Source: an optimization exercise on an open RTL-to-GDS flow (aim: small area, a short achievable clock period and few clock cycles per item). Production flows keep margins and buffers that such runs may drop. RTL that was checked went through simulation tests only; none was proved equivalent to the original. For run 1, only the layout was checked, not whether the RTL still works. Power and IR drop assume default switching activity.

===== design/flow/flow/pins.tcl =====
# Clock pin in the middle of the left edge, alone in the excluded stretch
place_pin -pin_name clk -layer met3 -location {0 100} -pin_size {0.6 0.6} -force_to_die_boundary

===== design/flow/design.v =====
`timescale 1ns/1ns
`default_nettype none
package mpuPkg;
    typedef struct packed {
        logic [18-1:0]    tag;
        logic [10-1:0]  index;
        logic                     which;
        logic [31-1:0] newVal;
    } msgFieldsT;
    typedef struct packed {
        logic [32-1:0]    tempProp;
        logic [32-1:0]    prop;
        logic [32-1:0]    unused;
        logic [30-1:0] edgeDeg;
        logic                       spare;
        logic                       active;
    } vertexRecT;
    typedef logic [256-1:0] vertexPairU;
    typedef struct packed {
        logic                                            valid;
        logic [288-256-18-2:0]   pad;
        logic [18-1:0]                           tag;
        vertexPairU                                      data;
    } cacheLineT;
    typedef struct packed {
        msgFieldsT               msg;
        vertexPairU              base;       
        logic                    hit;
        logic [32-1:0] result;
        logic                    update;
        logic                    send;
    } updateJobT;
    typedef struct packed {
        logic [18-1:0]                                    tag;
        logic [10-1:0]                                  index;
        logic                                                     which;
        logic [33-18-10-2:0]      offset;
    } vertexIdT;
    localparam int VREC_WIDTH = 3*32 + 30 + 2;
    function automatic vertexRecT getVtx(input vertexPairU pair, input logic which);
        getVtx = which ? pair[VREC_WIDTH +: VREC_WIDTH] : pair[0 +: VREC_WIDTH];
    endfunction
    function automatic logic [32-1:0] byteSwap(input logic [32-1:0] value);
        byteSwap = {value[7:0], value[15:8], value[23:16], value[31:24]};
    endfunction
endpackage
`default_nettype wire
`timescale 1ns/1ns
`default_nettype none
module ltLeaf (
    input  wire [1:0] a,
    input  wire [1:0] b,
    output logic      l,
    output logic      e
);
    assign l = (!a[1] && b[1]) || ((a[1] == b[1]) && !a[0] && b[0]);
    assign e = (a == b);
endmodule
module ltJoinP (
    input  wire  lh,
    input  wire  eh,
    input  wire  ll,
    input  wire  el,
    output logic nl,
    output logic ne
);
    assign nl = !(lh || (eh && ll));
    assign ne = !(eh && el);
endmodule
module ltJoinN (
    input  wire  nlh,
    input  wire  neh,
    input  wire  nll,
    input  wire  nel,
    output logic l,
    output logic e
);
    assign l = !(nlh && (neh || nll));
    assign e = !(neh || nel);
endmodule
module lessThan32 (
    input  wire [31:0] a,
    input  wire [31:0] b,
    output logic       lt
);
    logic [15:0] l1, e1;
    logic [7:0]  l2, e2;
    logic [3:0]  l3, e3;
    logic [1:0]  l4, e4;
    logic        e5;
    for (genvar i = 0; i < 16; i++) begin : g1
        ltLeaf leaf (.a(a[2*i +: 2]), .b(b[2*i +: 2]), .l(l1[i]), .e(e1[i]));
    end
    for (genvar i = 0; i < 8; i++) begin : g2
        ltJoinP join2 (.lh(l1[2*i+1]), .eh(e1[2*i+1]), .ll(l1[2*i]), .el(e1[2*i]),
                       .nl(l2[i]), .ne(e2[i]));
    end
    for (genvar i = 0; i < 4; i++) begin : g3
        ltJoinN join3 (.nlh(l2[2*i+1]), .neh(e2[2*i+1]), .nll(l2[2*i]), .nel(e2[2*i]),
                       .l(l3[i]), .e(e3[i]));
    end
    for (genvar i = 0; i < 2; i++) begin : g4
        ltJoinP join4 (.lh(l3[2*i+1]), .eh(e3[2*i+1]), .ll(l3[2*i]), .el(e3[2*i]),
                       .nl(l4[i]), .ne(e4[i]));
    end
    ltJoinN join5 (.nlh(l4[1]), .neh(e4[1]), .nll(l4[0]), .nel(e4[0]), .l(lt), .e(e5));
endmodule
`default_nettype wire
`timescale 1ns/1ns
`default_nettype none
module lineBit (
    input  wire  c,      
    input  wire  r,      
    input  wire  sc,     
    input  wire  sr,     
    output logic o
);
    assign o = (c && sc) || (r && sr);
endmodule
module propBit (
    input  wire  c,
    input  wire  r,
    input  wire  sc,     
    input  wire  sr,     
    input  wire  n,      
    output logic o
);
    assign o = (c && sc) || (r && sr) || n;
endmodule
`default_nettype wire
`timescale 1ns/1ns
`default_nettype none
module mpuTop
#(
    parameter logic [4-1:0] peNum = '0
) (
    input  wire                     clk,
    input  wire                     reset,
    input  wire [64-1:0]    MsgData,
    input  wire                     MsgEmpty,
    input  wire [288-1:0]   CacheReadData,
    input  wire [256-1:0]   ReadData,
    input  wire                     ReadReady,
    input  wire                     AvFull,
    output logic                    MsgRead,
    output logic [10-1:0] CacheAddr,
    output logic                    CacheWriteEn,
    output logic [288-1:0]  CacheWriteData,
    output logic                    StartRead,
    output logic [33-1:0]  ReadAddress,
    output logic                    AvWrite,
    output logic [33-1:0] AvData
);
    localparam int VW = mpuPkg::VREC_WIDTH;
    logic stAddr;     
    logic stLook;     
    logic stFetch;    
    logic stPush;     
    logic idle;
    mpuPkg::msgFieldsT msg;
    logic [10-1:0] idxReg;
    mpuPkg::cacheLineT cacheLine;
    logic                    hit;
    logic [256-1:0]  base;
    logic [256-1:0]  newData;
    logic [32-1:0] newValExt;
    logic [1:0]              lt;
    logic [1:0]              updV;
    logic [1:0]              degNz;
    logic                    update;
    logic                    push;
    logic                    finish;      
    logic                    done;
    assign idle      = !(stAddr || stLook || stFetch || stPush);
    assign cacheLine = CacheReadData;
    assign hit       = cacheLine.valid && (cacheLine.tag == msg.tag);
    assign newValExt = {{(32-31){1'b0}}, msg.newVal};
    assign base = stFetch ? ReadData : cacheLine.data;
    mpuPkg::vertexRecT rec0, rec1;
    mpuPkg::vertexRecT cRec0, cRec1, rRec0, rRec1;
    assign rec0  = base[0 +: VW];
    assign rec1  = base[VW +: VW];
    assign cRec0 = cacheLine.data[0 +: VW];
    assign cRec1 = cacheLine.data[VW +: VW];
    assign rRec0 = ReadData[0 +: VW];
    assign rRec1 = ReadData[VW +: VW];
    logic ltC0, ltC1, ltR0, ltR1;
    lessThan32 cmpC0 (.a(newValExt), .b(mpuPkg::byteSwap(cRec0.tempProp)), .lt(ltC0));
    lessThan32 cmpC1 (.a(newValExt), .b(mpuPkg::byteSwap(cRec1.tempProp)), .lt(ltC1));
    lessThan32 cmpR0 (.a(newValExt), .b(mpuPkg::byteSwap(rRec0.tempProp)), .lt(ltR0));
    lessThan32 cmpR1 (.a(newValExt), .b(mpuPkg::byteSwap(rRec1.tempProp)), .lt(ltR1));
    assign lt[0] = stFetch ? ltR0 : ltC0;
    assign lt[1] = stFetch ? ltR1 : ltC1;
    assign updV[0]  = lt[0] && !msg.which;
    assign updV[1]  = lt[1] && msg.which;
    assign degNz[0] = rec0.edgeDeg != '0;
    assign degNz[1] = rec1.edgeDeg != '0;
    logic                    selC, selR;
    logic [1:0]              propC, propR;
    logic [32-1:0] nvSwap;
    logic [32-1:0] nvGate [2];
    assign selC   = !stFetch;
    assign selR   = stFetch;
    assign nvSwap = mpuPkg::byteSwap(newValExt);
    for (genvar v = 0; v < 2; v++) begin : gVtx
        assign propC[v]  = selC && !updV[v];
        assign propR[v]  = selR && !updV[v];
        assign nvGate[v] = nvSwap & {32{updV[v]}};
        for (genvar k = 0; k < VW; k++) begin : gBit
            if (k >= 64) begin : gProp
                propBit pb (.c(cacheLine.data[v*VW+k]), .r(ReadData[v*VW+k]),
                             .sc(propC[v]), .sr(propR[v]), .n(nvGate[v][k%32]),
                             .o(newData[v*VW+k]));
            end else if (k == 0) begin : gActive
                assign newData[v*VW] = (v == 0 ? rec0.active : rec1.active) ||
                                       (updV[v] && degNz[v]);
            end else begin : gPlain
                lineBit lb (.c(cacheLine.data[v*VW+k]), .r(ReadData[v*VW+k]),
                            .sc(selC), .sr(selR), .o(newData[v*VW+k]));
            end
        end
    end
    assign update = |updV;
    assign push   = msg.which ? (updV[1] && !rec1.active && degNz[1])
                              : (updV[0] && !rec0.active && degNz[0]);
    assign finish = (stLook && hit) || (stFetch && ReadReady);
    assign done   = (finish || stPush) && !AvFull;
    assign MsgRead      = !reset && !MsgEmpty && (idle || done);
    assign StartRead    = stLook && !hit;
    assign CacheWriteEn = (stLook && hit && update) || (stFetch && ReadReady);
    assign AvWrite      = !AvFull && ((finish && push) || stPush);
    assign CacheAddr    = stAddr ? MsgData[36 +: 10] : idxReg;
    always_ff @(posedge clk) begin
        if (reset) begin
            stAddr  <= 1'b0;
            stLook  <= 1'b0;
            stFetch <= 1'b0;
            stPush  <= 1'b0;
        end else begin
            stAddr  <= MsgRead;
            stLook  <= stAddr;
            stFetch <= (stLook && !hit) || (stFetch && !ReadReady);
            stPush  <= ((finish && push) || stPush) && AvFull;
        end
    end
    always_ff @(posedge clk) begin
        if (reset) begin
            idxReg <= '0;
        end else if (stAddr) begin
            idxReg <= MsgData[36 +: 10];
        end
    end
    always_ff @(posedge clk) begin
        if (stAddr) begin
            msg.tag    <= MsgData[46 +: 18];
            msg.which  <= MsgData[35];
            msg.newVal <= MsgData[31-1:0];
        end
    end
    assign msg.index = idxReg;
    assign CacheWriteData = {1'b1, {(288-256-18-1){1'b0}}, msg.tag, newData};
    assign ReadAddress    = {1'b0, peNum, msg.tag[13-1:0], idxReg,
                             {5{1'b0}}};
    assign AvData         = {msg.tag, idxReg, msg.which,
                             {(33-18-10-1){1'b0}}};
endmodule
`default_nettype wire

===== design/flow/config.mk =====
export PLATFORM = sky130hd
export DESIGN_NAME = mpuTop
export DESIGN_NICKNAME = mpuTop
export VERILOG_FILES = /design/flow/design.v
export SDC_FILE = /design/flow/constraint.sdc
export NUM_CORES = 4
export LEC_CHECK = 0
export CAP_MARGIN = 20
export CORE_AREA = 5 5 195 195
export DIE_AREA = 0 0 200 200
export PLACE_DENSITY = 0.6
export SLEW_MARGIN = 20
export SYNTH_HIERARCHICAL = 1
export SYNTH_MINIMUM_KEEP_SIZE = 0
export BUFFER_PORTS_ARGS = -buffer_cell sky130_fd_sc_hd__buf_1
export PLACE_PINS_ARGS = -min_distance 1 -min_distance_in_tracks -exclude left:90-110
export PRE_IO_PLACEMENT_TCL = /design/flow/flow/pins.tcl

===== design/flow/standard.sh =====
#!/bin/bash
# synth_recipe.tcl (not shown) runs the flow's synth.tcl, then flattens the netlist and writes it again
# the make line also repeats each setting of config.mk as NAME=value (left out here)
make -C /OpenROAD-flow-scripts/flow DESIGN_CONFIG=/design/flow/config.mk WORK_HOME=/design/flow/orfs CLKGATE_MAP_FILE= SYNTH_SCRIPT=/design/flow/synth_recipe.tcl "${@:-finish}"

===== design/flow/constraint.sdc =====
create_clock -name core_clock -period 5.0 [get_ports {clk}]
set_input_delay 1.0000 -clock core_clock [delete_from_list [all_inputs] [get_ports {clk}]]
set_output_delay 1.0000 -clock core_clock [all_outputs]
set_load 0.01 [all_outputs]

===== design/flow/flow/run.sh =====
#!/bin/bash
set -euo pipefail
HERE=$(pwd)
cat >> config.mk <<EOC
export BUFFER_PORTS_ARGS = -buffer_cell sky130_fd_sc_hd__buf_1
export PLACE_PINS_ARGS = -min_distance 1 -min_distance_in_tracks -exclude left:90-110
export PRE_IO_PLACEMENT_TCL = $HERE/flow/pins.tcl
EOC
bash standard.sh > flow.log 2>&1

==> results of run 1 <==
[per-stage QoR]
stage,setup TNS (ns),hold WS (ns)
after floorplan,-77.55,0.575
after global routing,0,0.683
final,0,0.658
after detailed placement,0,0.638
after CTS,0,0.654
after global placement,0,0.625
[where the power goes]
group | switching (mW) | internal, mW | leakage, nW
Sequential | 0.0700 | 0.608 | 0.578
Clock | 0.281 | 0.436 | 0.149
Combinational | 0.767 | 0.566 | 4.32
Total | 1.12 | 1.61 | 5.05
[cell type report]
type                    instances  share of cell area
diodes                         10             0.00182
clock buffers                  10              0.0167
clock inverters                 6             0.00620
inverters                     130              0.0358
multi-input cells             829               0.497
flip-flops and latches         64               0.130
well taps                     461              0.0420
repair buffers                949               0.270
[tightest hold or removal path, delay by kind of cell (launching register included)]
kind             cells  cell delay [ns]
AND/OR/NAND/NOR      1             0.12
flip-flops           1             0.34
multiplexers         1             0.16
[worst min-delay path by stage]
stage                     cells past startpoint         to      start  slack [ns]
after floorplan                               2     stPush     stLook        0.58
after global placement                        2  idxReg[5]  idxReg[5]        0.62
after detailed placement                      2  idxReg[6]  idxReg[6]        0.64
after CTS                                     2  idxReg[6]  idxReg[6]        0.65
after global routing                          2  idxReg[9]  idxReg[9]        0.68
final                                         2  idxReg[8]  idxReg[8]        0.66
[state kept, by name (all words and copies together) (netlist names)]
signal / flops
stAddr: 1
stLook: 1
stFetch: 1
idxReg: 10
stPush: 1
msg: 50
[routing by layer]
metal,wire length (microns),global-route usage,vias up,share of wire
met5,75,0,-,0.0013
met4,3900,0.161,10,0.067
li1,-,-,5915,-
met2,27500,0.447,940,0.47
met3,7880,0.114,202,0.13
met1,19100,0.256,6078,0.33
==> impl_metrics.toml, run 1 <==
[finish]
mostFrequentLayoutCell = "buf_1"
ff_latch_area_sq_um = 1790
stdcell_area_sq_um = 13700
final_cell_mix = "932 x buf_1, 129 x inv_1, 128 x a221o_1"
multi_input_area_sq_um = 6830
nets = 2660
fill_cells = 3813
area_growth_pct = 41.3
final_util = 0.386
finalNonFillerCells = 2459
drive_gt1_frac = 0.0589

[global_route]
grt_overflow = 0
grt_max_degree = 127
grt_pass1_vias = 13200
grt_pass1_wl_mm = 78.2
grt.total_usage = 0.259
antenna_found_initial = 12

[setup_path]
startpoint = "ReadData[255]"
r2r_setup_slack_ns = 2.07
cp.required_ns = 4.00
start_kind = "input pin"
cp_num_cells = 14
worstSetupEndpoint = "CacheWriteData[203]"
cpPeakStageDelay_ns = 0.35
path_class = "input pin to output pin"
critical_path.cell_chain = "buf_1, ha_1, and2_1, nand2_1, o21ai_2, a21oi_2, o21ai_2, mux2i_1, nor2_2, buf_4, nor2_4, buf_12, a221o_1, buf_1"
r2r-end = "stPush"
crit_buf_inv = 4
crit_path_end_kind = "output pin"
worstReg2RegStart = "msg[15]"
crit_arrival_ns = 3.67
cp_top_family = "compound AO/OA/AOI/OAI gates"
slowest_stage = "a221o_1"
ff2ff_path_depth = 13
crit_fanout = 38

[route]
first_pass_iters = 8
drtAntennaViolNets = 0
vias = 13100
drc = 0
first_iter_violations = 756
post_drt_wl_per_cell_microns = 23.8
viasPerCell = 5.35
routed_wl_mm = 58.4

[pwr]
p_per_area_nw_per_um2 = 199
power.leakage_nw = 5.05
ir_worst_vdd_mv = 0.146
finalPower_mw = 2.73

[logic_synthesis]
netlist_area_sq_um = 9720
yosys_warnings = 11
syn_inst = 1097
syn_area_per_cell_sq_um = 8.86

[timing]
skew_ns = 0.0292
rsz0062_at_grt = "false"
finalSetupViolations = 0
hold_viol = 0
worst_slack_ns = 0.329
period_minus_slack_ns = 4.67
relSlewSlack = 0.387
fmax_mhz = 214
worstMarginPinSlew_ns = 0.920
drv_slew = 0
min_period_over_period = 0.934

[clocking]
clockBufferDepth = 2
numCtsBuffers = 9
path_clk_slew_ns = 0.05
cts-root-buf = "clkbuf_16"
clk_latency_ns = 0.37
ctsResizeCount = 0
cts_tree = "yes"
htreeDepth = 3
cts_sinks = 64
cts_setup_buffers = 0
ctsHoldBuffers = 0

[placement]
finalWeightedCongestion = 0.926
dpl.cell_count = 2433
place_hpwl_mm = 49.2
preCtsSetupSlack_ns = 0.290
place_area_sq_um = 13400
port_buffers = 935

[die]
start_util = 0.273
fp.dieH_microns = 200
io_pins = 980
die_w_microns = 200
rows = 69
die_area_sq_um = 40000
core_sq_um = 35600

[worst_hold_path]
hp-class = "register to register"

[status]
status = "complete, no violations"

[job]
max-cap-violations = 0
==> run 2: changes to the inputs <==
--- a/design/flow/design.v
+++ b/design/flow/design.v
@@ -184,13 +184,8 @@
     assign cRec1 = cacheLine.data[VW +: VW];
     assign rRec0 = ReadData[0 +: VW];
     assign rRec1 = ReadData[VW +: VW];
-    logic ltC0, ltC1, ltR0, ltR1;
-    lessThan32 cmpC0 (.a(newValExt), .b(mpuPkg::byteSwap(cRec0.tempProp)), .lt(ltC0));
-    lessThan32 cmpC1 (.a(newValExt), .b(mpuPkg::byteSwap(cRec1.tempProp)), .lt(ltC1));
-    lessThan32 cmpR0 (.a(newValExt), .b(mpuPkg::byteSwap(rRec0.tempProp)), .lt(ltR0));
-    lessThan32 cmpR1 (.a(newValExt), .b(mpuPkg::byteSwap(rRec1.tempProp)), .lt(ltR1));
-    assign lt[0] = stFetch ? ltR0 : ltC0;
-    assign lt[1] = stFetch ? ltR1 : ltC1;
+    lessThan32 cmp0 (.a(newValExt), .b(mpuPkg::byteSwap(rec0.tempProp)), .lt(lt[0]));
+    lessThan32 cmp1 (.a(newValExt), .b(mpuPkg::byteSwap(rec1.tempProp)), .lt(lt[1]));
     assign updV[0]  = lt[0] && !msg.which;
     assign updV[1]  = lt[1] && msg.which;
     assign degNz[0] = rec0.edgeDeg != '0;
==> run 2 against run 1 <==
Against the previous run:
- maximum frequency down 0.60%
- non-clock buffer count increased by 4
- critical path depth is 1 lower
- register-to-register slack worse by 0.33 ns
- sequential cell count did not move
- routed wire length up 12%
- total power is 1.7% higher
- final cell count shrank 5.8%
- hold slack worse by 0.0034 ns
- sequential power decreased by 3%
- critical path type is now register to output pin
- largest cell class unchanged
==> impl_metrics.toml, run 2 <==
[status]
status = "complete, no violations"

[logic_synthesis]
netlist_area_sq_um = 8740
syn_area_per_cell_sq_um = 9.41
syn_inst = 929
yosys_warnings = 11

[global_route]
grt_pass1_wl_mm = 85.0
grt_pass1_vias = 12300
antenna_found_initial = 45
grt_max_degree = 74
grt.total_usage = 0.295
grt_overflow = 0

[die]
core_sq_um = 35600
start_util = 0.246
io_pins = 980
fp.dieH_microns = 200
rows = 69
die_w_microns = 200
die_area_sq_um = 40000

[setup_path]
crit_fanout = 42
start_kind = "register"
worstReg2RegStart = "stFetch"
path_class = "register to output pin"
crit_arrival_ns = 3.70
startpoint = "stFetch"
cp.required_ns = 4.00
r2r_setup_slack_ns = 1.74
crit_path_end_kind = "output pin"

[pwr]
finalPower_mw = 2.77
power.internal_mw = 1.65
ir_worst_vdd_mv = 0.182
p_switching_mw = 1.12
power.leakage_nw = 4.52
p_per_area_nw_per_um2 = 215
switching_share = 0.404
p_comb_frac = 0.474
power_frac_seq = 0.237
p_clk_frac = 0.289

[job]
max-cap-violations = 0

[finish]
final_cell_mix = "934 x buf_1, 128 x a221o_1, 127 x a22o_1"
mostFrequentLayoutCell = "buf_1"
regMostFlops = "msg"
largest_reg_flops = 50
drive_gt1_frac = 0.0867
stdcell_area_sq_um = 12900
largestRegisters = "msg x50, idxReg x10"
multi_input_area_sq_um = 6090
fill_cells = 3917
finalNonFillerCells = 2316
nets = 2451
area_growth_pct = 47.5
ff_latch_area_sq_um = 1790

[clocking]
cts_tree = "yes"
htreeDepth = 3
ctsHoldBuffers = 0
ctsResizeCount = 0
cts_sinks = 64
clockBufferDepth = 2
numCtsBuffers = 9
cts-root-buf = "clkbuf_16"
path_clk_slew_ns = 0.07
cts_setup_buffers = 0
clk_latency_ns = 0.36

[route]
first_iter_violations = 870
drc = 0
routed_wl_mm = 65.4
post_drt_wl_per_cell_microns = 28.3
vias = 12400
viasPerCell = 5.37
drtAntennaViolNets = 0
first_pass_iters = 8

[timing]
fin_setup_tns_ns = 0
worstMarginPinSlew_ns = 1.00
hold_viol = 0
relSlewSlack = 0.332
hold_slack_ns = 0.654
finalSetupViolations = 0
fmax_mhz = 213
period_minus_slack_ns = 4.70
rsz0062_at_grt = "false"
min_period_over_period = 0.940
skew_ns = 0.00773
drv_slew = 0

[worst_hold_path]
hp-class = "register to register"
min_from = "stPush"

[placement]
port_buffers = 935
place_area_sq_um = 12400
dpl.cell_count = 2256
finalWeightedCongestion = 1.09
place_hpwl_mm = 56.1
[run 2: layout make-up]
class,count,area share
antenna,44,0.00854
clock buffer,9,0.0175
clock inverter,7,0.00970
inverter,66,0.0195
multi-input combinational,712,0.472
sequential,64,0.139
tap,461,0.0447
timing repair buffer,953,0.289
[run 2: power by group through the flow]
stage | clock [mW] | sequential, mW | combinational [mW]
2_1_floorplan | 0 | 0.657 | 0.749
3_3_place_gp | 0 | 0.667 | 1.28
3_5_place_dp | 0 | 0.668 | 1.29
4_1_cts | 0.820 | 0.657 | 1.30
5_1_grt | 0.846 | 0.662 | 1.40
6_report | 0.802 | 0.657 | 1.32
[run 2: final timing paths]
kind / endpoint / depth (start not counted)
worst min-delay path: stAddr / 2
worst max register to register: stPush / 12
worst max-delay path: AvWrite / 13
worst min register to register: stAddr / 2
[run 2: metrics by stage]
stage,worst slack (ns),utilization
floorplan,-1.59,-
global placement,0.331,0.350
detailed placement,0.314,0.350
CTS,0.269,0.359
global route,0.0905,0.362
finish,0.301,0.362
[run 2: per-layer routing]
layer  up-vias  routed length [microns]  track usage
met3       236                     6670       0.0885
li1       5433                        -            -
met4         4                     5910        0.247
met2       979                    29800        0.473
met1      5795                    23000        0.319
met5         -                       21            0
[run 2: worst max-delay path, cell delays in order (launching register included)]
cell,delay [ns]
dfxtp_4,0.37
buf_12,0.26
mux2_2,0.38
ha_1,0.29
and2_1,0.19
nand2_1,0.10
nor2_1,0.14
a21oi_2,0.10
o21ai_2,0.13
nor2b_4,0.33
buf_4,0.28
o211ai_2,0.16
a211oi_1,0.27
buf_1,0.28
Testbench counts of run 2, summed over its fixed seeds: cycles 9,769, items 2,400.
==> run 3: changes to the inputs <==
--- a/design/flow/design.v
+++ b/design/flow/design.v
@@ -47,14 +47,15 @@
 `default_nettype wire
 `timescale 1ns/1ns
 `default_nettype none
-module ltLeaf (
-    input  wire [1:0] a,
-    input  wire [1:0] b,
-    output logic      l,
-    output logic      e
-);
-    assign l = (!a[1] && b[1]) || ((a[1] == b[1]) && !a[0] && b[0]);
-    assign e = (a == b);
+module ltBit (
+    input  wire  a,
+    input  wire  na,
+    input  wire  b,
+    output logic nl,
+    output logic ne
+);
+    assign nl = !(na && b);
+    assign ne = a ^ b;
 endmodule
 module ltJoinP (
     input  wire  lh,
@@ -80,16 +81,22 @@
 endmodule
 module lessThan32 (
     input  wire [31:0] a,
+    input  wire [31:0] na,
     input  wire [31:0] b,
     output logic       lt
 );
+    logic [31:0] l0, e0;
     logic [15:0] l1, e1;
     logic [7:0]  l2, e2;
     logic [3:0]  l3, e3;
     logic [1:0]  l4, e4;
     logic        e5;
+    for (genvar i = 0; i < 32; i++) begin : g0
+        ltBit bit0 (.a(a[i]), .na(na[i]), .b(b[i]), .nl(l0[i]), .ne(e0[i]));
+    end
     for (genvar i = 0; i < 16; i++) begin : g1
-        ltLeaf leaf (.a(a[2*i +: 2]), .b(b[2*i +: 2]), .l(l1[i]), .e(e1[i]));
+        ltJoinN join1 (.nlh(l0[2*i+1]), .neh(e0[2*i+1]), .nll(l0[2*i]), .nel(e0[2*i]),
+                       .l(l1[i]), .e(e1[i]));
     end
     for (genvar i = 0; i < 8; i++) begin : g2
         ltJoinP join2 (.lh(l1[2*i+1]), .eh(e1[2*i+1]), .ll(l1[2*i]), .el(e1[2*i]),
@@ -156,6 +163,7 @@
     logic stLook;     
     logic stFetch;    
     logic stPush;     
+    logic cmpSelR;    
     logic idle;
     mpuPkg::msgFieldsT msg;
     logic [10-1:0] idxReg;
@@ -184,8 +192,13 @@
     assign cRec1 = cacheLine.data[VW +: VW];
     assign rRec0 = ReadData[0 +: VW];
     assign rRec1 = ReadData[VW +: VW];
-    lessThan32 cmp0 (.a(newValExt), .b(mpuPkg::byteSwap(rec0.tempProp)), .lt(lt[0]));
-    lessThan32 cmp1 (.a(newValExt), .b(mpuPkg::byteSwap(rec1.tempProp)), .lt(lt[1]));
+    logic [32-1:0] nvInv;
+    logic [32-1:0] cmpT0, cmpT1;
+    assign nvInv = ~newValExt;
+    assign cmpT0 = cmpSelR ? rRec0.tempProp : cRec0.tempProp;
+    assign cmpT1 = cmpSelR ? rRec1.tempProp : cRec1.tempProp;
+    lessThan32 cmp0 (.a(newValExt), .na(nvInv), .b(mpuPkg::byteSwap(cmpT0)), .lt(lt[0]));
+    lessThan32 cmp1 (.a(newValExt), .na(nvInv), .b(mpuPkg::byteSwap(cmpT1)), .lt(lt[1]));
     assign updV[0]  = lt[0] && !msg.which;
     assign updV[1]  = lt[1] && msg.which;
     assign degNz[0] = rec0.edgeDeg != '0;
@@ -231,11 +244,14 @@
             stLook  <= 1'b0;
             stFetch <= 1'b0;
             stPush  <= 1'b0;
+            cmpSelR <= 1'b0;
         end else begin
             stAddr  <= MsgRead;
             stLook  <= stAddr;
             stFetch <= (stLook && !hit) || (stFetch && !ReadReady);
             stPush  <= ((finish && push) || stPush) && AvFull;
+            cmpSelR <= (stLook && !hit) || (stFetch && !ReadReady) ||
+                       (((finish && push) || stPush) && AvFull);
         end
     end
     always_ff @(posedge clk) begin
==> run 3 against run 2 <==
Against the previous run:
- still clean
- count of clock-buffer cells in the layout stayed put
- critical path depth is 1 higher
- combinational power hardly changed
- synthesized cell count is 4.0% higher
- sequential cell count is 1 higher
- die area stayed put
- clock power is 19% lower
- first-iteration DRC count is 10% higher
- critical endpoint is now CacheWriteData[192]
==> impl_metrics.toml, run 3 <==
[setup_path]
cp.required_ns = 4.00
cpPeakStageDelay_ns = 0.46
worstReg2RegStart = "cmpSelR"
worst_path_most_repeated_cell = "buf_12"
crit_path_end_kind = "output pin"
r2r-end = "cmpSelR"
start_kind = "register"
crit_fanout = 44
crit_buf_inv = 5
slowest_stage = "dfxtp_4"
ff2ff_path_depth = 12
crit_arrival_ns = 3.84
critical_path.cell_chain = "buf_12, mux2_2, xor2_1, nor2_1, nand2_1, nor2_1, nand2_1, o21ai_4, buf_4, a21oi_4, buf_12, buf_12, a221o_1, buf_1"
cp_top_family = "buffers and inverters"
path_class = "register to output pin"
r2r_setup_slack_ns = 1.68

[timing]
min_period_over_period = 0.968
finalSetupViolations = 0
hold_viol = 0
drv_slew = 0
skew_ns = 0.0131
period_minus_slack_ns = 4.84
worst_slack_ns = 0.162
worstMarginPinSlew_ns = 0.933
rsz0062_at_grt = "false"
relSlewSlack = 0.378
fin_setup_tns_ns = 0
hold_slack_ns = 0.496
fmax_mhz = 207

[route]
post_drt_wl_per_cell_microns = 29.9
routed_wl_mm = 70.9
first_pass_iters = 6
drtAntennaViolNets = 0
first_iter_violations = 958
viasPerCell = 5.33
vias = 12600
drc = 0

[die]
fp.dieH_microns = 200
die_area_sq_um = 40000
rows = 69
io_pins = 980
start_util = 0.241
die_w_microns = 200
core_sq_um = 35600

[status]
status = "complete, no violations"

[finish]
final_cell_mix = "935 x buf_1, 128 x a221o_1, 126 x a22o_1"
largestRegisters = "msg x50, idxReg x10"
drive_gt1_frac = 0.0968
stdcell_area_sq_um = 12800
ff_latch_area_sq_um = 1810
regMostFlops = "msg"
fill_cells = 3985
largest_reg_flops = 50
finalNonFillerCells = 2368
final_util = 0.359
mostFrequentLayoutCell = "buf_1"
nets = 2468
area_growth_pct = 48.8
multi_input_area_sq_um = 6060

[clocking]
cts-root-buf = "clkbuf_16"
ctsHoldBuffers = 0
numCtsBuffers = 9
cts_sinks = 65
cts_tree = "yes"
clockBufferDepth = 2
path_clk_slew_ns = 0.07
clk_latency_ns = 0.36
htreeDepth = 3

[pwr]
switching_share = 0.436
p_per_area_nw_per_um2 = 205
p_comb_frac = 0.500
finalPower_mw = 2.62
power.internal_mw = 1.48
p_clk_frac = 0.249
p_switching_mw = 1.14
power.leakage_nw = 4.37
power_frac_seq = 0.251
ir_worst_vdd_mv = 0.127

[job]
max-cap-violations = 0

[logic_synthesis]
syn_area_per_cell_sq_um = 8.88
yosys_warnings = 11
netlist_area_sq_um = 8580
syn_inst = 966

[placement]
place_area_sq_um = 12300
place_hpwl_mm = 62.9
finalWeightedCongestion = 1.18
port_buffers = 935
preCtsSetupSlack_ns = 0.123
dpl.cell_count = 2301

[worst_hold_path]
whs_path_depth = 2
hp-class = "register to register"
min_from = "stPush"
min_to = "stPush"

[global_route]
grt.total_usage = 0.323
antenna_found_initial = 63
grt_overflow = 0
grt_max_degree = 70
grt_pass1_vias = 12400
grt_pass1_wl_mm = 91.2
==> run 3: repair_timing <==
item,CTS,global route
endpoints found under the setup margin,0,31
endpoints found under the hold margin,0,0
gates resized for setup,0,1
buffers inserted,0,4
==> run 3: worst min-delay path: stages (launching register included) <==
cell	delay, ns
dfxtp_1	0.34
nand2_1	0.06
o21ai_1	0.05
==> run 3: cell type report <==
| cell class | instances | area share |
|---|---|---|
| inverter | 33 | 0.00980 |
| antenna | 47 | 0.00921 |
| sequential | 65 | 0.142 |
| clock inverter | 7 | 0.00490 |
| clock buffer | 9 | 0.0176 |
| timing repair buffer | 959 | 0.297 |
| multi-input combinational | 787 | 0.474 |
| tap | 461 | 0.0452 |
==> run 3: power groups by stage <==
stage,clock network (mW),registers (mW),logic (mW)
finish,0.652,0.659,1.31
global route,0.695,0.663,1.39
CTS,0.668,0.659,1.29
detailed placement,0,0.671,1.29
global placement,0,0.669,1.28
floorplan,0,0.658,0.724
==> run 3: how the worst max path moves through the flow <==
stage	from	to	slack, ns	cells past startpoint
2_1_floorplan	ReadData[111]	CacheWriteData[101]	-0.009	12
3_3_place_gp	ReadData[255]	CacheWriteData[228]	0.14	13
3_5_place_dp	ReadData[255]	CacheWriteData[228]	0.12	13
4_1_cts	cmpSelR	CacheWriteData[228]	0.09	13
5_1_grt	cmpSelR	CacheWriteData[192]	0.05	12
6_report	cmpSelR	CacheWriteData[192]	0.16	14
==> run 3: layer usage <==
layer  global-route usage  part of all wire
met5               0.0108            0.0016
met3                0.116              0.11
met4                0.240             0.083
met1                0.335              0.34
met2                0.536              0.46
Testbench counts of run 3, summed over its fixed seeds: cycles 9,769, items 2,400.
==> run 4: changes to the inputs <==
--- a/design/flow/config.mk
+++ b/design/flow/config.mk
@@ -7,8 +7,10 @@
 export LEC_CHECK = 0
 export CAP_MARGIN = 20
 export CORE_AREA = 5 5 195 195
+export CTS_BUF_LIST = sky130_fd_sc_hd__clkbuf_8
 export DIE_AREA = 0 0 200 200
 export PLACE_DENSITY = 0.6
+export SETUP_SLACK_MARGIN = 0.3
 export SLEW_MARGIN = 20
 export SYNTH_HIERARCHICAL = 1
 export SYNTH_MINIMUM_KEEP_SIZE = 0
==> run 4 against run 3 <==
Against the previous run:
- synthesized cell count unchanged
- die area unchanged
- sequential power about the same
- hold slack improved by 0.014 ns
- synthesized area unchanged
- routed wire length decreased by 5.2%
- sequential share of layout area about the same
- count of clock-buffer cells in the layout unchanged
- clock power decreased by 22%
- total power decreased by 5.1%
- largest cell class unchanged
- setup slack improved by 0.24 ns
- global-route usage decreased by 2.2 points
- still clean on timing, DRC and antenna
- largest power group unchanged
==> impl_metrics.toml, run 4 <==
[placement]
port_buffers = 935
place_area_sq_um = 12300
place_hpwl_mm = 58.4
dpl.cell_count = 2299
preCtsSetupSlack_ns = 0.306
finalWeightedCongestion = 1.13

[worst_hold_path]
whs_path_depth = 2
hp-class = "register to register"
min_to = "stPush"
min_from = "stPush"

[clocking]
cts_tree = "yes"
cts_sinks = 65
clockBufferDepth = 2
numCtsBuffers = 9
ctsHoldBuffers = 0
htreeDepth = 3
path_clk_slew_ns = 0.10
clk_latency_ns = 0.38
cts-root-buf = "clkbuf_8"

[setup_path]
crit_path_end_kind = "output pin"
crit_fanout = 32
ff2ff_path_depth = 13
start_kind = "register"
cp.required_ns = 4.00
worstReg2RegStart = "cmpSelR"
r2r-end = "cmpSelR"
r2r_setup_slack_ns = 1.88
crit_arrival_ns = 3.60
path_class = "register to output pin"

[global_route]
grt_overflow = 0
grt_pass1_vias = 12200
grt.total_usage = 0.301
antenna_found_initial = 40
grt_max_degree = 87
grt_pass1_wl_mm = 86.5

[die]
die_w_microns = 200
rows = 69
die_area_sq_um = 40000
start_util = 0.241
io_pins = 980
core_sq_um = 35600
fp.dieH_microns = 200

[status]
status = "complete, no violations"

[pwr]
power.leakage_nw = 4.40
ir_worst_vdd_mv = 0.137
finalPower_mw = 2.49
p_per_area_nw_per_um2 = 194

[finish]
nets = 2478
area_growth_pct = 49.1
stdcell_area_sq_um = 12800
drive_gt1_frac = 0.104
largestRegisters = "msg x50, idxReg x10"
regMostFlops = "msg"
ff_latch_area_sq_um = 1810
mostFrequentLayoutCell = "buf_1"
fill_cells = 3905
largest_reg_flops = 50
finalNonFillerCells = 2361
final_cell_mix = "933 x buf_1, 128 x a221o_1, 126 x a22o_1"
multi_input_area_sq_um = 6080

[route]
drc = 0
first_pass_iters = 9
first_iter_violations = 861
vias = 12500
viasPerCell = 5.28
routed_wl_mm = 67.2
post_drt_wl_per_cell_microns = 28.5
drtAntennaViolNets = 0

[timing]
hold_viol = 0
worstMarginPinSlew_ns = 0.990
finalSetupViolations = 0
drv_slew = 0
period_minus_slack_ns = 4.60
fmax_mhz = 218
min_period_over_period = 0.919
fin_setup_tns_ns = 0
skew_ns = 0.0175
rsz0062_at_grt = "true"
worst_slack_ns = 0.404
relSlewSlack = 0.340

[logic_synthesis]
yosys_warnings = 11
netlist_area_sq_um = 8580
syn_inst = 966
syn_area_per_cell_sq_um = 8.88

[job]
max-cap-violations = 0
==> run 4: final cells by class <==
cell class,count,share of cell area
antenna,30,0.00587
clock buffer,9,0.00968
clock inverter,7,0.00606
inverter,33,0.00988
multi-input combinational,787,0.475
sequential,65,0.142
tap,461,0.0451
timing repair buffer,969,0.307
==> run 4: worst max-delay path by stage <==
stage | startpoint | cells after the start | slack [ns] | to
6_report | cmpSelR | 14 | 0.40 | CacheWriteData[225]
5_1_grt | cmpSelR | 16 | 0.27 | CacheWriteData[115]
4_1_cts | cmpSelR | 13 | 0.29 | AvWrite
3_5_place_dp | ReadData[127] | 13 | 0.31 | CacheWriteData[101]
3_3_place_gp | ReadData[127] | 13 | 0.34 | CacheWriteData[101]
2_1_floorplan | cmpSelR | 14 | -0.12 | CacheWriteData[100]
==> run 4: metrics by stage <==
stage	util	hold slack, ns
2_1_floorplan	-	0.452
3_3_place_gp	0.345	0.468
3_5_place_dp	0.345	0.482
4_1_cts	0.353	0.497
5_1_grt	0.359	0.526
6_report	0.360	0.510
==> run 4: worst max-delay path, cell delays in order (launching register included) <==
cell,delay (ns)
dfxtp_4,0.36
buf_12,0.13
bufbuf_16,0.33
mux2_2,0.38
xor2_1,0.24
o21ai_2,0.10
a21oi_2,0.19
o21ai_2,0.09
a21oi_2,0.18
o21ai_4,0.10
buf_4,0.18
a21oi_4,0.23
buf_12,0.25
a221o_1,0.19
buf_1,0.23
==> run 4: what timing repair did <==
item / CTS / global route
endpoints found under the setup margin: 9 / 129
pin swaps: 0 / 2
resized for setup: 1 / 13
gates cloned: 1 / 1
setup buffers: 3 / 11
==> run 4: routing by layer <==
| layer | global-route usage | share of wire |
|---|---|---|
| met5 | 0 | 0.0014 |
| met4 | 0.232 | 0.086 |
| met3 | 0.125 | 0.12 |
| met2 | 0.493 | 0.46 |
| met1 | 0.307 | 0.34 |
==> run 4: power by group <==
group	internal (mW)	total [mW]	switching, mW
Combinational	0.533	1.32	0.782
Sequential	0.611	0.661	0.0502
Clock	0.235	0.509	0.274
==> run 5: changes to the inputs <==
--- a/design/flow/config.mk
+++ b/design/flow/config.mk
@@ -7,7 +7,6 @@
 export LEC_CHECK = 0
 export CAP_MARGIN = 20
 export CORE_AREA = 5 5 195 195
-export CTS_BUF_LIST = sky130_fd_sc_hd__clkbuf_8
 export DIE_AREA = 0 0 200 200
 export PLACE_DENSITY = 0.6
 export SETUP_SLACK_MARGIN = 0.3
==> run 5 against run 4 <==
Against the previous run:
- first-iteration DRC count is 8.8% higher
- sequential cell count did not move
- sequential share of layout area fell by 0.18 points
- global-route usage stayed put
- combinational power barely moved
- clock skew decreased by 0.0065 ns
- via count increased by 0.97%
- hold slack got worse by 0.0096 ns
- total power grew 7.4%
- routed wire length rose by 1.0%
- critical path type is now input pin to output pin
- largest cell class unchanged
- largest power group unchanged
==> impl_metrics.toml, run 5 <==
[finish]
largestRegisters = "msg x50, idxReg x10"
mostFrequentLayoutCell = "buf_1"
finalNonFillerCells = 2367
final_cell_mix = "933 x buf_1, 128 x a221o_1, 126 x a22o_1"
fill_cells = 3898
nets = 2482
regMostFlops = "msg"
drive_gt1_frac = 0.105
largest_reg_flops = 50
stdcell_area_sq_um = 13000
area_growth_pct = 51.0
multi_input_area_sq_um = 6070
ff_latch_area_sq_um = 1810

[timing]
hold_viol = 0
period_minus_slack_ns = 4.61
finalSetupViolations = 0
relSlewSlack = 0.336
drv_slew = 0
rsz0062_at_grt = "false"
fmax_mhz = 217
hold_slack_ns = 0.500
worstMarginPinSlew_ns = 0.997
skew_ns = 0.0109
min_period_over_period = 0.922

[setup_path]
crit_arrival_ns = 3.61
ff2ff_path_depth = 13
cp.required_ns = 4.00
crit_path_end_kind = "output pin"
path_class = "input pin to output pin"
r2r-end = "cmpSelR"
slowest_stage = "a221o_1"
start_kind = "input pin"
startpoint = "ReadData[127]"
worst_path_most_repeated_cell = "buf_1"
worstReg2RegStart = "cmpSelR"
r2r_setup_slack_ns = 1.98
crit_fanout = 30
critical_path.cell_chain = "buf_1, mux2_1, xor2_2, nor2_1, nand2_1, o21ai_4, a21oi_2, o21ai_2, nor2b_4, buf_12, nor2_4, buf_4, a221o_1, buf_1"
cpPeakStageDelay_ns = 0.39

[pwr]
ir_worst_vdd_mv = 0.146
power.leakage_nw = 4.47
p_per_area_nw_per_um2 = 206

[global_route]
grt_pass1_wl_mm = 86.6
grt.total_usage = 0.301
grt_pass1_vias = 12200
grt_overflow = 0
antenna_found_initial = 41
grt_max_degree = 87

[placement]
place_hpwl_mm = 58.4
finalWeightedCongestion = 1.13
port_buffers = 935
place_area_sq_um = 12300
dpl.cell_count = 2299

[logic_synthesis]
netlist_area_sq_um = 8580
yosys_warnings = 11
syn_area_per_cell_sq_um = 8.88
syn_inst = 966

[die]
die_area_sq_um = 40000
start_util = 0.241
fp.dieH_microns = 200
rows = 69
die_w_microns = 200
io_pins = 980
core_sq_um = 35600

[route]
first_iter_violations = 937
drc = 0
wl_met1_mm = 22.8
route.met3.wl_mm = 7.94
met2_length_mm = 31.1
first_pass_iters = 7
vias = 12600
viasPerCell = 5.32
drtAntennaViolNets = 0
post_drt_wl_per_cell_microns = 28.7
routed_wl_mm = 67.9
top_layer_used = "met5"

[clocking]
path_clk_slew_ns = 0.07
htreeDepth = 3
numCtsBuffers = 9
clk_latency_ns = 0.35
ctsHoldBuffers = 0
clockBufferDepth = 2
cts_sinks = 65
cts-root-buf = "clkbuf_16"
cts_tree = "yes"

[worst_hold_path]
min_to = "stPush"
whs_path_depth = 2
min_from = "stPush"
hp-class = "register to register"

[job]
max-cap-violations = 0

[status]
status = "complete, no violations"
## run 5: power by group
group / switching (mW) / leakage [nW] / total (mW) / internal [mW]
Combinational: 0.786 / 3.74 / 1.32 / 0.536
Sequential: 0.0497 / 0.588 / 0.661 / 0.611
Clock: 0.295 / 0.147 / 0.687 / 0.392
## run 5: how the worst max path moves through the flow
stage                     endpoint  slack (ns)  cells past startpoint
2_1_floorplan  CacheWriteData[100]       -0.12                     14
4_1_cts                    AvWrite        0.33                     13
5_1_grt        CacheWriteData[115]        0.30                     16
6_report       CacheWriteData[125]        0.39                     14
3_3_place_gp   CacheWriteData[101]        0.34                     13
3_5_place_dp   CacheWriteData[101]        0.31                     13
## run 5: area by class of cell
cell class / count / share of cell area
tap: 461 / 0.0445
clock buffer: 9 / 0.0174
multi-input combinational: 787 / 0.468
antenna: 32 / 0.00618
inverter: 33 / 0.00975
timing repair buffer: 973 / 0.308
sequential: 65 / 0.140
clock inverter: 7 / 0.00599
## run 5: stage by stage
step           total power [mW]  setup slack (ns)  utilization  setup TNS (ns)
4_1_cts                    2.65             0.328        0.355               0
5_1_grt                    2.79             0.304        0.364               0
2_1_floorplan              1.38            -0.123            -           -7.88
3_3_place_gp               1.93             0.344        0.345               0
3_5_place_dp               1.94             0.306        0.345               0
6_report                   2.67             0.389        0.364               0
## run 5: per-layer routing
layer	up-vias	track usage
li1	5535	-
met3	275	0.124
met4	12	0.226
met1	5801	0.307
met5	-	0
met2	975	0.495
## run 5: critical path: cells and delay by family
kind	cells	cell delay [ns]
XOR/XNOR	1	0.22
multiplexers	1	0.38
AND/OR/NAND/NOR	4	0.51
AO/OA/AOI/OAI	4	0.84
buffers and inverters	4	0.63
## run 5: repair_timing
| item | 4_1_cts | 5_1_grt |
|---|---|---|
| endpoints found under the hold margin | 0 | 0 |
| pin swaps | 0 | 3 |
| buffers inserted | 3 | 12 |
| setup endpoints to repair | 2 | 83 |
| gates resized for setup | 1 | 11 |
| cloned | 1 | 4 |
==> run 6: changes to the inputs <==
==> design/flow/flow/run.sh (replaced) <==
#!/bin/bash
set -euo pipefail
HERE=$(pwd)
cat >> config.mk <<EOC
export BUFFER_PORTS_ARGS = -buffer_cell sky130_fd_sc_hd__buf_1
export PLACE_PINS_ARGS = -min_distance 1 -min_distance_in_tracks -exclude left:95-115
export PRE_IO_PLACEMENT_TCL = $HERE/flow/pins.tcl
EOC
bash standard.sh > flow.log 2>&1
==> design/flow/flow/pins.tcl (replaced) <==
# Clock pin in the middle of the left edge, alone in the excluded stretch
place_pin -pin_name clk -layer met3 -location {0 105} -pin_size {0.6 0.6} -force_to_die_boundary
==> design/flow/config.mk (replaced) <==
export PLATFORM = sky130hd
export DESIGN_NAME = mpuTop
export DESIGN_NICKNAME = mpuTop
export VERILOG_FILES = /design/flow/design.v
export SDC_FILE = /design/flow/constraint.sdc
export NUM_CORES = 4
export LEC_CHECK = 0
export CAP_MARGIN = 20
export CORE_AREA = 7 7 203 203
export DIE_AREA = 0 0 210 210
export PLACE_DENSITY = 0.55
export SETUP_SLACK_MARGIN = 0.3
export SLEW_MARGIN = 20
export SYNTH_HIERARCHICAL = 1
export SYNTH_MINIMUM_KEEP_SIZE = 0
export BUFFER_PORTS_ARGS = -buffer_cell sky130_fd_sc_hd__buf_1
export PLACE_PINS_ARGS = -min_distance 1 -min_distance_in_tracks -exclude left:95-115
export PRE_IO_PLACEMENT_TCL = /design/flow/flow/pins.tcl
==> run 6 against run 5 <==
Against the previous run:
- synthesized cell count is the same
- sequential share of layout area about the same
- sequential cell count stayed put
- clock power is 2% lower
- core utilization fell by 2.2 points
==> impl_metrics.toml, run 6 <==
[die]
rows = 71
fp.dieH_microns = 210
die_w_microns = 210
core_sq_um = 37800
start_util = 0.227
die_area_sq_um = 44100
io_pins = 980

[timing]
fmax_mhz = 220
worstMarginPinSlew_ns = 0.879
hold_viol = 0
finalSetupViolations = 0
skew_ns = 0.00825
period_minus_slack_ns = 4.55
drv_slew = 0
hold_slack_ns = 0.531
rsz0062_at_grt = "false"
min_period_over_period = 0.911
relSlewSlack = 0.414

[clocking]
numCtsBuffers = 9
cts_tree = "yes"
cts-root-buf = "clkbuf_16"
clk_latency_ns = 0.35
ctsHoldBuffers = 0
htreeDepth = 3
clockBufferDepth = 2
cts_sinks = 65
path_clk_slew_ns = 0.06

[route]
first_pass_iters = 6
drtAntennaViolNets = 0
vias = 12600
drc = 0
first_iter_violations = 1142
routed_wl_mm = 66.2
post_drt_wl_per_cell_microns = 27.2
viasPerCell = 5.18

[worst_hold_path]
hp-class = "register to register"
min_to = "stPush"
min_from = "stPush"
whs_path_depth = 2

[global_route]
globalRouteMet1Util = 0.262
antenna_found_initial = 60
met2_usage = 0.439
grt_max_degree = 76
grt.total_usage = 0.275
grt_pass1_vias = 12800
busiest_layer = "met2"
grt_overflow = 0
use_met3 = 0.110
grt_pass1_wl_mm = 88.9

[logic_synthesis]
syn_inst = 966
yosys_warnings = 11
syn_area_per_cell_sq_um = 8.88
netlist_area_sq_um = 8580

[setup_path]
crit_arrival_ns = 3.55
ff2ff_path_depth = 13
crit_fanout = 64
r2r-end = "stPush"
crit_path_end_kind = "output pin"
cp.required_ns = 4.00
path_class = "input pin to output pin"
worstReg2RegStart = "cmpSelR"
r2r_setup_slack_ns = 1.95
start_kind = "input pin"

[placement]
port_buffers = 935
place_hpwl_mm = 56.8
finalWeightedCongestion = 1.13
place_area_sq_um = 12400

[pwr]
p_per_area_nw_per_um2 = 202
ir_worst_vdd_mv = 0.152
power.leakage_nw = 4.40

[job]
max-cap-violations = 0

[finish]
final_cell_mix = "935 x buf_1, 128 x a221o_1, 126 x a22o_1"
area_growth_pct = 50.8
mostFrequentLayoutCell = "buf_1"
nets = 2473
largest_reg_flops = 50
regMostFlops = "msg"
stdcell_area_sq_um = 12900
drive_gt1_frac = 0.0987
largestRegisters = "msg x50, idxReg x10"

[status]
status = "complete, no violations"
-- run 6: changes by cell type in the layout (fill, tap and decap cells not counted), sizes merged --
| cell | change |
|---|---|
| diode | +28 |
| buf | -5 |
| clkbuf | -5 |
| clkinv | -3 |
| inv | +3 |
| nor2 | +1 |
-- run 6: final cells by class --
| cell class | instances | area [sq um] |
|---|---|---|
| timing repair buffer | 963 | 3860 |
| inverter | 33 | 126 |
| tap | 511 | 639 |
| sequential | 65 | 1810 |
| clock inverter | 7 | 81.3 |
| fill | 4230 | 24800 |
| antenna | 60 | 150 |
| clock buffer | 9 | 225 |
| multi-input combinational | 788 | 6050 |
-- run 6: per-stage QoR --
step	TNS, ns	instances	util	power [mW]	worst slack, ns
after floorplan	-7.88	1000	-	1.38	-0.123
after global placement	-0.542	2353	0.328	1.91	-0.0499
after detailed placement	-0.372	2353	0.328	1.92	-0.0348
after CTS	0	2375	0.338	2.62	0.358
after global routing	0	2430	0.342	2.75	0.300
final	0	2436	0.343	2.61	0.447
-- run 6: timing repair --
item	in CTS	in global routing
resized for setup	6	2
endpoints found under the setup margin	65	55
setup buffers	4	1
gates cloned	2	0
pin swaps	1	1
-- run 6: how the worst max path moves through the flow --
stage / startpoint / end / slack (ns) / cells after the start
after floorplan: cmpSelR / CacheWriteData[100] / -0.12 / 14
after global placement: ReadData[127] / CacheWriteData[96] / -0.05 / 13
after detailed placement: ReadData[127] / CacheWriteData[96] / -0.03 / 13
after CTS: cmpSelR / CacheWriteData[104] / 0.36 / 15
after global routing: cmpSelR / CacheWriteData[125] / 0.30 / 15
final: ReadData[127] / CacheWriteData[82] / 0.45 / 14
-- run 6: critical path, stage by stage --
cell and delay, ns:
buf_1 0.08, mux2_1 0.34, xor2_1 0.20, nor2_1 0.19, nand2_1 0.09, o21ai_2 0.19
a21oi_2 0.10, o21ai_2 0.15, nor2b_4 0.19, buf_12 0.18, nor2_4 0.05, buf_12 0.22
a221o_1 0.38, buf_1 0.14
-- run 6: routing by layer --
layer | vias to the layer above | wire (microns)
met5 | - | 36
met4 | 6 | 7090
met3 | 319 | 6790
met2 | 960 | 30700
met1 | 5780 | 21500
li1 | 5551 | -
-- run 6: report_power, final --
part	internal, mW	switching [mW]	leakage, nW
logic	0.529	0.755	3.67
clock network	0.395	0.279	0.148
registers	0.612	0.0442	0.588
==> run 7: changes to the inputs <==
--- a/design/flow/config.mk
+++ b/design/flow/config.mk
@@ -7,6 +7,7 @@
 export LEC_CHECK = 0
 export CAP_MARGIN = 20
 export CORE_AREA = 7 7 203 203
+export CTS_BUF_LIST = sky130_fd_sc_hd__clkbuf_8
 export DIE_AREA = 0 0 210 210
 export PLACE_DENSITY = 0.55
 export SETUP_SLACK_MARGIN = 0.3
==> run 7 against run 6 <==
Against the previous run:
- clock skew up 0.0038 ns
- sequential cell count unchanged
- sequential share of layout area down 0.14 points
- clock power down 27%
- highest routed layer unchanged
- global-route usage about the same
- die area unchanged
==> impl_metrics.toml, run 7 <==
[status]
status = "complete, no violations"

[setup_path]
start_kind = "register"
cp.required_ns = 4.00
crit_path_end_kind = "output pin"
crit_fanout = 30
crit_arrival_ns = 3.56
path_class = "register to output pin"

[die]
rows = 71
core_sq_um = 37800
io_pins = 980
die_w_microns = 210
fp.dieH_microns = 210
start_util = 0.227
die_area_sq_um = 44100

[pwr]
p_per_area_nw_per_um2 = 189
ir_worst_vdd_mv = 0.112
power.leakage_nw = 4.46

[timing]
worstMarginPinSlew_ns = 0.885
period_minus_slack_ns = 4.56
skew_ns = 0.0120
rsz0062_at_grt = "false"
drv_slew = 0
hold_viol = 0
finalSetupViolations = 0
relSlewSlack = 0.410
min_period_over_period = 0.912
fmax_mhz = 219

[finish]
fill_cells = 4226
drive_gt1_frac = 0.111
largest_reg_flops = 50
regMostFlops = "msg"
area_growth_pct = 52.5
nets = 2485
stdcell_area_sq_um = 13100
final_cell_mix = "934 x buf_1, 128 x a221o_1, 126 x a22o_1"
finalNonFillerCells = 2447
mostFrequentLayoutCell = "buf_1"
largestRegisters = "msg x50, idxReg x10"

[logic_synthesis]
syn_inst = 966
netlist_area_sq_um = 8580
yosys_warnings = 11
syn_area_per_cell_sq_um = 8.88

[route]
first_iter_violations = 1081
vias = 12700
routed_wl_mm = 67.5
viasPerCell = 5.18
drtAntennaViolNets = 0
post_drt_wl_per_cell_microns = 27.6
first_pass_iters = 5
drc = 0

[clocking]
htreeDepth = 3
cts-root-buf = "clkbuf_8"
clk_latency_ns = 0.38
cts_tree = "yes"
clockBufferDepth = 2
path_clk_slew_ns = 0.09
numCtsBuffers = 9
cts_sinks = 65

[placement]
place_hpwl_mm = 56.8
port_buffers = 935
dpl.cell_count = 2353
finalWeightedCongestion = 1.13
place_area_sq_um = 12400

[global_route]
antenna_found_initial = 62
grt_pass1_vias = 12800
grt_pass1_wl_mm = 88.7
grt.total_usage = 0.275
grt_max_degree = 76
grt_overflow = 0

[job]
max-cap-violations = 0

[worst_hold_path]
hp-class = "register to register"
## run 7: routing by layer
layer	vias to the layer above	track usage	share of wire
li1	5574	-	-
met1	5794	0.260	0.33
met2	986	0.437	0.47
met3	324	0.114	0.10
met4	8	0.280	0.10
met5	-	0.0300	0.00084
## run 7: report_power, final
part,internal (mW),switching (mW)
Combinational,0.552,0.777
Clock,0.239,0.254
Sequential,0.611,0.0444
Total,1.40,1.08
## run 7: final cells by class
type	instances	area (sq um)	share of cell area
Sequential cell	65	1810	0.139
Antenna cell	59	148	0.0113
Clock inverter	7	81.3	0.00621
Inverter	33	126	0.00966
Tap cell	511	639	0.0489
Clock buffer	9	124	0.00946
Timing Repair Buffer	975	4060	0.310
Multi-Input combinational cell	788	6100	0.466
## run 7: per-stage QoR
stage          TNS, ns  hold WS, ns  total power [mW]  setup slack, ns   util
3_3_place_gp    -0.542        0.475              1.91          -0.0499  0.328
6_report             0        0.504              2.48            0.438  0.347
5_1_grt              0        0.528              2.62            0.289  0.346
3_5_place_dp    -0.372        0.482              1.92          -0.0348  0.328
2_1_floorplan    -7.88        0.452              1.38           -0.123      -
4_1_cts              0        0.503              2.45            0.300  0.335
## run 7: worst paths after layout
kind	depth (start not counted)	slack [ns]	to	startpoint
max	15	0.44	CacheWriteData[224]	cmpSelR
min reg2reg	2	0.50	stPush	stPush
max reg2reg	14	1.95	cmpSelR	cmpSelR
min	2	0.50	stPush	stPush
## run 7: worst max-delay path, cell delays in order (launching register included)
cell	delay [ns]
dfxtp_4	0.37
buf_12	0.15
buf_16	0.16
buf_8	0.17
mux2_2	0.37
xor2_1	0.20
nor2_2	0.07
a21oi_2	0.15
o21ai_2	0.09
a21oi_2	0.27
o21ai_4	0.12
buf_6	0.16
a21oi_4	0.22
buf_12	0.22
a221o_1	0.18
buf_1	0.25
## run 7: timing repair
action,4_1_cts,5_1_grt
hold buffers,0,0
endpoints found under the setup margin,65,89
resized for setup,6,25
pin swaps,1,6
setup buffers,4,9
cloned,2,4
==> run 8: changes to the inputs <==
--- a/design/flow/design.v
+++ b/design/flow/design.v
@@ -79,10 +79,20 @@
     assign l = !(nlh && (neh || nll));
     assign e = !(neh || nel);
 endmodule
+module ltJoinLast (
+    input  wire  nlh,
+    input  wire  neh,
+    input  wire  nll,
+    input  wire  en,
+    output logic l
+);
+    assign l = en && !(nlh && (neh || nll));
+endmodule
 module lessThan32 (
     input  wire [31:0] a,
     input  wire [31:0] na,
     input  wire [31:0] b,
+    input  wire        en,
     output logic       lt
 );
     logic [31:0] l0, e0;
@@ -90,7 +100,6 @@
     logic [7:0]  l2, e2;
     logic [3:0]  l3, e3;
     logic [1:0]  l4, e4;
-    logic        e5;
     for (genvar i = 0; i < 32; i++) begin : g0
         ltBit bit0 (.a(a[i]), .na(na[i]), .b(b[i]), .nl(l0[i]), .ne(e0[i]));
     end
@@ -110,7 +119,7 @@
         ltJoinP join4 (.lh(l3[2*i+1]), .eh(e3[2*i+1]), .ll(l3[2*i]), .el(e3[2*i]),
                        .nl(l4[i]), .ne(e4[i]));
     end
-    ltJoinN join5 (.nlh(l4[1]), .neh(e4[1]), .nll(l4[0]), .nel(e4[0]), .l(lt), .e(e5));
+    ltJoinLast join5 (.nlh(l4[1]), .neh(e4[1]), .nll(l4[0]), .en(en), .l(lt));
 endmodule
 `default_nettype wire
 `timescale 1ns/1ns
@@ -172,7 +181,6 @@
     logic [256-1:0]  base;
     logic [256-1:0]  newData;
     logic [32-1:0] newValExt;
-    logic [1:0]              lt;
     logic [1:0]              updV;
     logic [1:0]              degNz;
     logic                    update;
@@ -197,10 +205,10 @@
     assign nvInv = ~newValExt;
     assign cmpT0 = cmpSelR ? rRec0.tempProp : cRec0.tempProp;
     assign cmpT1 = cmpSelR ? rRec1.tempProp : cRec1.tempProp;
-    lessThan32 cmp0 (.a(newValExt), .na(nvInv), .b(mpuPkg::byteSwap(cmpT0)), .lt(lt[0]));
-    lessThan32 cmp1 (.a(newValExt), .na(nvInv), .b(mpuPkg::byteSwap(cmpT1)), .lt(lt[1]));
-    assign updV[0]  = lt[0] && !msg.which;
-    assign updV[1]  = lt[1] && msg.which;
+    lessThan32 cmp0 (.a(newValExt), .na(nvInv), .b(mpuPkg::byteSwap(cmpT0)), .en(!msg.which),
+                     .lt(updV[0]));
+    lessThan32 cmp1 (.a(newValExt), .na(nvInv), .b(mpuPkg::byteSwap(cmpT1)), .en(msg.which),
+                     .lt(updV[1]));
     assign degNz[0] = rec0.edgeDeg != '0;
     assign degNz[1] = rec1.edgeDeg != '0;
     logic                    selC, selR;
--- a/design/flow/config.mk
+++ b/design/flow/config.mk
@@ -10,7 +10,7 @@
 export CTS_BUF_LIST = sky130_fd_sc_hd__clkbuf_8
 export DIE_AREA = 0 0 210 210
 export PLACE_DENSITY = 0.55
-export SETUP_SLACK_MARGIN = 0.3
+export SETUP_SLACK_MARGIN = 0.45
 export SLEW_MARGIN = 20
 export SYNTH_HIERARCHICAL = 1
 export SYNTH_MINIMUM_KEEP_SIZE = 0
==> run 8 against run 7 <==
Against the previous run:
- routed wire length increased by 17%
- core utilization rose by 0.65 points
- clock skew fell by 0.0010 ns
- clock power rose by 9.9%
- sequential power is 0.9% lower
- maximum frequency up 1.0%
- critical path depth unchanged
- sequential cell count unchanged
- non-clock buffer count rose by 5
- final cell count grew 0.45%
- largest cell class unchanged
==> impl_metrics.toml, run 8 <==
[status]
status = "complete, no violations"

[timing]
period_minus_slack_ns = 4.52
relSlewSlack = 0.477
fin_setup_tns_ns = 0
skew_ns = 0.0110
min_period_over_period = 0.903
rsz0062_at_grt = "true"
worstMarginPinSlew_ns = 0.784
hold_viol = 0
fmax_mhz = 221
finalSetupViolations = 0
drv_slew = 0

[setup_path]
crit_fanout = 8
worstSetupEndpoint = "CacheWriteData[65]"
slowest_stage = "a221o_1"
critical_path.cell_chain = "clkbuf_2, mux2_4, xor2_2, nor2_2, nand2_1, o21ai_2, a21oi_2, o21ai_1, and2_4, buf_6, nor2_4, buf_12, buf_12, a221o_1, buf_4"
path_class = "input pin to output pin"
ff2ff_path_depth = 13
cpPeakStageDelay_ns = 0.37
startpoint = "CacheReadData[127]"
crit_arrival_ns = 3.52
start_kind = "input pin"
worstReg2RegStart = "cmpSelR"
r2r_setup_slack_ns = 1.98
worst_path_most_repeated_cell = "buf_12"
cp.required_ns = 4.00
crit_path_end_kind = "output pin"
r2r-end = "cmpSelR"

[finish]
nets = 2489
fill_cells = 4192
regMostFlops = "msg"
ff_latch_area_sq_um = 1810
drive_gt1_frac = 0.140
largest_reg_flops = 50
final_cell_mix = "913 x buf_1, 128 x a221o_1, 126 x a22o_1"
multi_input_area_sq_um = 6190
mostFrequentLayoutCell = "buf_1"
finalNonFillerCells = 2458
largestRegisters = "msg x50, idxReg x10"
area_growth_pct = 54.7
final_util = 0.353

[pwr]
switching_share = 0.434
p_per_area_nw_per_um2 = 192
p_comb_frac = 0.534
power.leakage_nw = 4.61
p_switching_mw = 1.11
ir_worst_vdd_mv = 0.143
power.internal_mw = 1.44
p_clk_frac = 0.212
power_frac_seq = 0.254

[clocking]
cts_sinks = 65
clk_latency_ns = 0.41
cts_tree = "yes"
htreeDepth = 3
numCtsBuffers = 9
clockBufferDepth = 2
ctsHoldBuffers = 0
path_clk_slew_ns = 0.08
cts-root-buf = "clkbuf_8"

[global_route]
grt_pass1_vias = 13300
grt.total_usage = 0.328
antenna_found_initial = 67
grt_pass1_wl_mm = 103
grt_overflow = 0
grt_max_degree = 86

[route]
first_pass_iters = 22
post_drt_wl_per_cell_microns = 32.0
first_iter_violations = 1279
viasPerCell = 5.33
drtAntennaViolNets = 0
vias = 13100
routed_wl_mm = 78.7
drc = 0

[die]
die_w_microns = 210
fp.dieH_microns = 210
io_pins = 980
start_util = 0.228
die_area_sq_um = 44100
rows = 71
core_sq_um = 37800

[logic_synthesis]
syn_inst = 965
yosys_warnings = 11
syn_area_per_cell_sq_um = 8.93
netlist_area_sq_um = 8620

[placement]
place_hpwl_mm = 68.7
finalWeightedCongestion = 1.16
port_buffers = 935
dpl.cell_count = 2352

[job]
max-cap-violations = 0

[worst_hold_path]
hp-class = "register to register"
[run 8: cell types whose count changed in the layout (fill, tap and decap cells not counted), moves of 4 or more]
cell / change
buf_12: +5
nor2_2: +15
diode_2: +7
buf_4: +6
nor2_1: -20
buf_1: -21
inv_6: -4
clkbuf_2: +15
buf_2: +5
[run 8: how the worst min path moves through the flow]
stage               slack [ns]   start     end  cells after the start
floorplan                 0.46  stPush  stPush                      2
global placement          0.48  stPush  stPush                      2
detailed placement        0.49  stPush  stPush                      2
CTS                       0.51  stPush  stPush                      2
global route              0.53  stPush  stPush                      2
finish                    0.51  stPush  stPush                      2
[run 8: area by class of cell]
cell class | count | area share
tap | 511 | 0.0480
multi-input combinational | 785 | 0.464
clock buffer | 9 | 0.00929
timing repair buffer | 980 | 0.312
inverter | 35 | 0.0105
antenna | 66 | 0.0124
clock inverter | 7 | 0.00770
sequential | 65 | 0.136
[run 8: what timing repair did]
item,CTS,global route
gates resized for setup,13,61
setup endpoints to repair,85,124
pin swaps,3,13
gates cloned,2,3
setup buffers,7,12
[run 8: layer usage]
metal,part of all wire,track usage,vias up,wire length (microns)
met5,0.00065,0.00444,-,51
met3,0.088,0.104,424,6900
met4,0.13,0.381,6,10500
li1,-,-,5568,-
met2,0.45,0.518,1038,35600
met1,0.33,0.318,6065,25700
[run 8: metrics by stage]
| stage | setup slack, ns | area, sq um | hold slack [ns] | power (mW) |
|---|---|---|---|---|
| after floorplan | 0.470 | 8780 | 0.459 | 1.36 |
| after global placement | 0.196 | 12400 | 0.483 | 1.93 |
| after detailed placement | 0.156 | 12400 | 0.486 | 1.94 |
| after CTS | 0.412 | 12800 | 0.507 | 2.52 |
| after global routing | 0.397 | 13300 | 0.527 | 2.67 |
| final | 0.484 | 13300 | 0.509 | 2.55 |
[run 8: power by group through the flow]
stage	Sequential, mW	Combinational (mW)	Clock (mW)
after floorplan	0.657	0.705	0
after global placement	0.660	1.27	0
after detailed placement	0.660	1.28	0
after CTS	0.649	1.30	0.565
after global routing	0.653	1.43	0.583
final	0.649	1.36	0.542
[run 8: worst max-delay path: cells and delay by family]
kind | cells | cell delay (ns)
xor+xnor | 1 | 0.20
buf+inv | 5 | 0.71
mux | 1 | 0.31
simple gates | 4 | 0.43
compound gates | 4 | 0.84
Testbench counts of run 8, summed over its fixed seeds: cycles 9,769, items 2,400.

-- port drivers added, routing unchanged --
In the flow no input, the clock included, has a driving cell. The finished layouts below were timed again as built, in two steps.
Step 1 assumes that a clkbuf_16 drives the clock port and a buf_2 every other input.
Step 2, shift: input delay + t, output delay - t, t = (earliest + latest rising clock arrival at the registers) / 2. This alone moves slack from input paths to output paths.
Slacks: ideal / step 1 / step 2; pairs: ideal / step 1.
run | t (ns) | setup slack, ns | worst setup path at the end | worst slew at a driven data input, ns | cell pins on the clock port's net
run 1 | 0.386 | 0.329 / 0.279 / 0.279 | input to output | 0.13 | 1
run 2 | 0.391 | 0.301 / 0.264 / 0.295 | input to output | 0.17 | 1
run 3 | 0.393 | 0.162 / 0.122 / 0.185 | input to output | 0.19 | 1
run 4 | 0.408 | 0.404 / 0.369 / 0.384 | input to output | 0.22 | 1
run 5 | 0.382 | 0.389 / 0.350 / 0.350 | input to output | 0.22 | 1
run 6 | 0.386 | 0.447 / 0.405 / 0.405 | input to output | 0.17 | 1
run 7 | 0.407 | 0.438 / 0.403 / 0.428 | input to output | 0.16 | 1
run 8 | 0.428 | 0.484 / 0.444 / 0.444 | input to output | 0.20 | 1
After both steps every run listed still meets setup and hold. The setup slack of run 1, which loses most, moves by -0.050 ns with the drivers and by -0.050 ns with both steps.
